Source: an optimization exercise on an open RTL-to-GDS flow (aim: small area). Production flows keep margins and buffers that such runs may drop. In this exercise RTL edits were held to simulation tests only and were not proved equivalent to the original. No activity file was given, so power comes from the tool's default toggle rates. No driver is modelled on the clock port, so clocking that relies on it looks cheaper here than on a real chip.

## run A
## top_mdio_slave
module top_mdio_slave
(
   input  logic       mdc,
   input  logic       reset,
   input  logic       mdio,           
   input  logic [4:0] dev_addr,       
   output logic       mdio_data,      
   output logic       mdio_enable     
);
   localparam logic [15:0] ctrl_def = 16'h1140;
   localparam logic [15:0] id1      = 16'h2a5c;
   localparam logic [15:0] id2      = 16'h3e91;
   logic       pa;             
   logic       fr;             
   logic [4:0] cnt;
   logic       opb;            
   logic       mis;            
   logic [4:0] addr;           
   logic [3:0] ph;             
   logic [3:0] cap;            
   logic       en;
   always_ff @(posedge mdc or posedge reset)
   begin
      if (reset)
      begin
         pa <= 1'b0;
         fr <= 1'b0;
         en <= 1'b0;
         ph <= '0;
      end
      else
      begin
         ph <= ph + 4'd1;
         en <= fr && !opb && (cnt >= 5'd14) && (cnt != 5'd31);
         if (!fr)
         begin
            if (mdio)
               pa <= 1'b1;
            else
            begin
               pa <= 1'b0;
               if (pa && cnt == 5'd31)
                  fr <= 1'b1;
            end
         end
         else
         begin
            case (cnt)
               5'd0:  if (!mdio) fr <= 1'b0;
               5'd2:  if (mdio == opb) fr <= 1'b0;
               5'd12: if (mis) fr <= 1'b0;
               5'd13: if (!mdio) fr <= 1'b0;
               5'd14: if (opb && mdio) fr <= 1'b0;
               5'd31: fr <= 1'b0;
               default: ;
            endcase
         end
      end
   end
   always_ff @(posedge mdc)
   begin
      if (!fr)
      begin
         if (!pa)
            cnt <= '0;
         else if (!mdio)
            cnt <= '0;
         else if (cnt != 5'd31)
            cnt <= cnt + 5'd1;
      end
      else
         cnt <= cnt + 5'd1;
      if (fr && (cnt == 5'd1 || cnt == 5'd2))
         opb <= mdio;
      if (fr && cnt >= 5'd3 && cnt <= 5'd7)
         mis <= ((cnt == 5'd3) ? 1'b0 : mis) | (mdio ^ dev_addr[3'(5'd7 - cnt)]);
      if (fr && cnt >= 5'd8 && cnt <= 5'd12)
         addr <= {addr[3:0], mdio};
      if (fr && cnt == 5'd11)
         cap <= ph + 4'd5;
   end
   logic win, mclr, wpend, clrp;
   logic wpend_in, clrp_in;
   assign wpend_in = wpend | (fr && cnt == 5'd14 && opb && !mdio);
   assign clrp_in  = clrp  | (fr && cnt == 5'd15 && opb && addr == 5'd0 && mdio);
  ...
Size: roughly 910 cells after synthesis, ~530 flip-flops, ~10 I/O pins, ~13000 sq um of cells after synthesis.
clock: 10.0 ns
lec_check: 0
cap_margin: 20
core_margin: 2
core_utilization: 40
slew_margin: 20
run.sh (not shown) runs the stock make flow with config.mk's settings and CLKGATE_MAP_FILE= SYNTH_SCRIPT=/design/flow/synth_recipe.tcl, a recipe that flattens the netlist after the stock synthesis.
> inputs changed (run A -> run B)
diff --git a/flow/config.mk b/flow/config.mk
--- a/flow/config.mk
+++ b/flow/config.mk
@@ -9,3 +9,6 @@
 export CORE_MARGIN = 2
 export CORE_UTILIZATION = 40
+export CTS_BUF_LIST = sky130_fd_sc_hd__clkbuf_16
+export CTS_CLUSTER_DIAMETER = 80
+export CTS_CLUSTER_SIZE = 25
 export SLEW_MARGIN = 20
Results
- Compared with run A, run B shows a final design utilization that is 2.9 points lower.
- Diff run A -> run B: global-route wire length before repair went down by 2.4%; portion of total power attributed to the clock network went down by 13 points.
Edits applied to the flow inputs when going from run B to run C:
diff --git a/flow/config.mk b/flow/config.mk
--- a/flow/config.mk
+++ b/flow/config.mk
@@ -9,6 +9,5 @@
 export CORE_MARGIN = 2
 export CORE_UTILIZATION = 40
-export CTS_BUF_LIST = sky130_fd_sc_hd__clkbuf_16
-export CTS_CLUSTER_DIAMETER = 80
-export CTS_CLUSTER_SIZE = 25
+export CTS_BUF_LIST = sky130_fd_sc_hd__clkbuf_4
+export CTS_CLUSTER_SIZE = 20
 export SLEW_MARGIN = 20
[summary]
Comparing run B against run C, there is no change at all in sequential cell count.
Run C ended up with a higher via count than run B did.
Cell area | run C vs run B | run C larger
The overall power consumption of run C exceeds that of run B by 17%.
### run C -> run D
diff --git a/flow/config.mk b/flow/config.mk
--- a/flow/config.mk
+++ b/flow/config.mk
@@ -9,5 +9,5 @@
 export CORE_MARGIN = 2
 export CORE_UTILIZATION = 40
-export CTS_BUF_LIST = sky130_fd_sc_hd__clkbuf_4
-export CTS_CLUSTER_SIZE = 20
+export CTS_BUF_LIST = sky130_fd_sc_hd__clkbuf_8
+export CTS_CLUSTER_SIZE = 30
 export SLEW_MARGIN = 20
## What came out
- Routing usage on met2 across run D and run C: no real change.
- Across both runs, total net switching power was higher for run D than for run C.
- On routed wirelength normalized by instance count: run D sits above run C.
- Re final cell count without fillers: run D and run C aren't equal, and the higher value belongs to run C.
- Relative to run C, detailed-router iteration count before antenna repair has decreased by 1 in run D.
- The fraction of area in multi-input gates of run C and that of run D are within noise of each other.
- Power density over cell area in run D is about 3% higher than in run C
- Comparing run D with run C, the global-route total usage across every layer came out essentially unchanged.
## Diff of input files: run E against run D
diff --git a/flow/config.mk b/flow/config.mk
--- a/flow/config.mk
+++ b/flow/config.mk
@@ -8,6 +8,7 @@
 export CAP_MARGIN = 20
 export CORE_MARGIN = 2
-export CORE_UTILIZATION = 40
+export CORE_UTILIZATION = 60
 export CTS_BUF_LIST = sky130_fd_sc_hd__clkbuf_8
-export CTS_CLUSTER_SIZE = 30
+export CTS_CLUSTER_DIAMETER = 60
+export CTS_CLUSTER_SIZE = 20
 export SLEW_MARGIN = 20
Findings:
A critical path startpoint of addr[0] is what run E shows, while addr[1] belongs to run D. Diff run D -> run E | minimum setup slack in the final design | increase of 0.23 ns. Measured against each other, run E and run D differ in number of buffer and inverter instances along the worst setup path, the lower figure coming from run D. Comparing run E and run D, the lower first-pass GRT wire length is on run E.

* * *

Another version of the RTL of top_mdio_slave (not shown whole).
For scale: roughly 890 cells after synthesis, ~520 flip-flops, ~10 I/O pins, roughly 13,000 um^2 of cells after synthesis.
export LEC_CHECK = 0
export CAP_MARGIN = 20
export CORE_MARGIN = 2
export CORE_UTILIZATION = 40
export CTS_BUF_LIST = sky130_fd_sc_hd__clkbuf_16
export CTS_CLUSTER_DIAMETER = 90
export CTS_CLUSTER_SIZE = 32
export SLEW_MARGIN = 20
create_clock -name core_clock -period 10.0 [get_ports {mdc}]
The starting point ran to the end with no violations.
==> next run, changes <==
==> flow/flow/run.sh (new file) <==
#!/bin/bash
set -euo pipefail
export CTS_ARGS="-sink_clustering_enable -repair_clock_nets -sink_clustering_size 32 -sink_clustering_max_diameter 90 -buf_list sky130_fd_sc_hd__clkbuf_16 -dont_use_dummy_load"
bash standard.sh > standard_flow.log 2>&1
==> flow/standard.sh (new file) <==
#!/bin/bash
# synth_recipe.tcl (not shown) runs the flow's synth.tcl, then flattens the netlist and writes it again
# the make line also repeats each setting of config.mk as NAME=value (left out here)
make -C /OpenROAD-flow-scripts/flow DESIGN_CONFIG=/design/flow/config.mk WORK_HOME=/design/flow/orfs CLKGATE_MAP_FILE= SYNTH_SCRIPT=/design/flow/synth_recipe.tcl "${@:-finish}"
removed: flow/run.sh
After rerunning:
- die area is unchanged
- sequential power barely changes
- worst hold slack is worse by 0.017 ns
- routed wire length is lower by 0.44%
- via count is lower by 0.45%
- power is lower by 1.5%
- utilization is lower by 0.21 points
- design area is lower by 0.48%
- non-clock buffer count stays the same

-- re-timing with driven ports --
How much do the figures lean on ideal ports? The routed layouts below were timed once more, with nothing changed but the port constraints.
Step 1 sets driving cells, clkbuf_16 on the clock port and buf_2 on the other inputs (assumed; they add their load-dependent delay and slew).
Step 2 moves the port delays by t, midway between the first and last clock arrival at a register: inputs arrive t later, outputs are due t later. That takes back most of the time a late clock gives input paths.
Slacks: ideal ports / drivers / drivers and shift; pairs: ideal ports / drivers.
run	t (ns)	setup WS [ns]	worst hold slack (ns)	worst setup path after step 2	slew at the worst register clock pin (ns)
run A	0.592	4.124 / 4.072 / 4.664	0.319 / 0.319 / 0.319	register to output	0.07 / 0.07
run B	0.587	4.217 / 4.170 / 4.758	0.324 / 0.324 / 0.324	register to output	0.10 / 0.10
run C	0.786	4.025 / 3.978 / 4.764	0.288 / 0.288 / 0.288	register to output	0.08 / 0.08
run D	0.625	4.132 / 4.087 / 4.713	0.308 / 0.308 / 0.308	register to output	0.07 / 0.07
run E	0.646	4.361 / 4.318 / 4.964	0.330 / 0.330 / 0.330	register to output	0.11 / 0.11
the first run of note 2	0.582	3.832 / 3.782 / 4.364	0.320 / 0.320 / 0.320	register to output	0.12 / 0.12
the second run of note 2	0.573	3.845 / 3.796 / 4.369	0.303 / 0.303 / 0.303	register to output	0.11 / 0.11
After both steps every run listed still meets setup and hold.
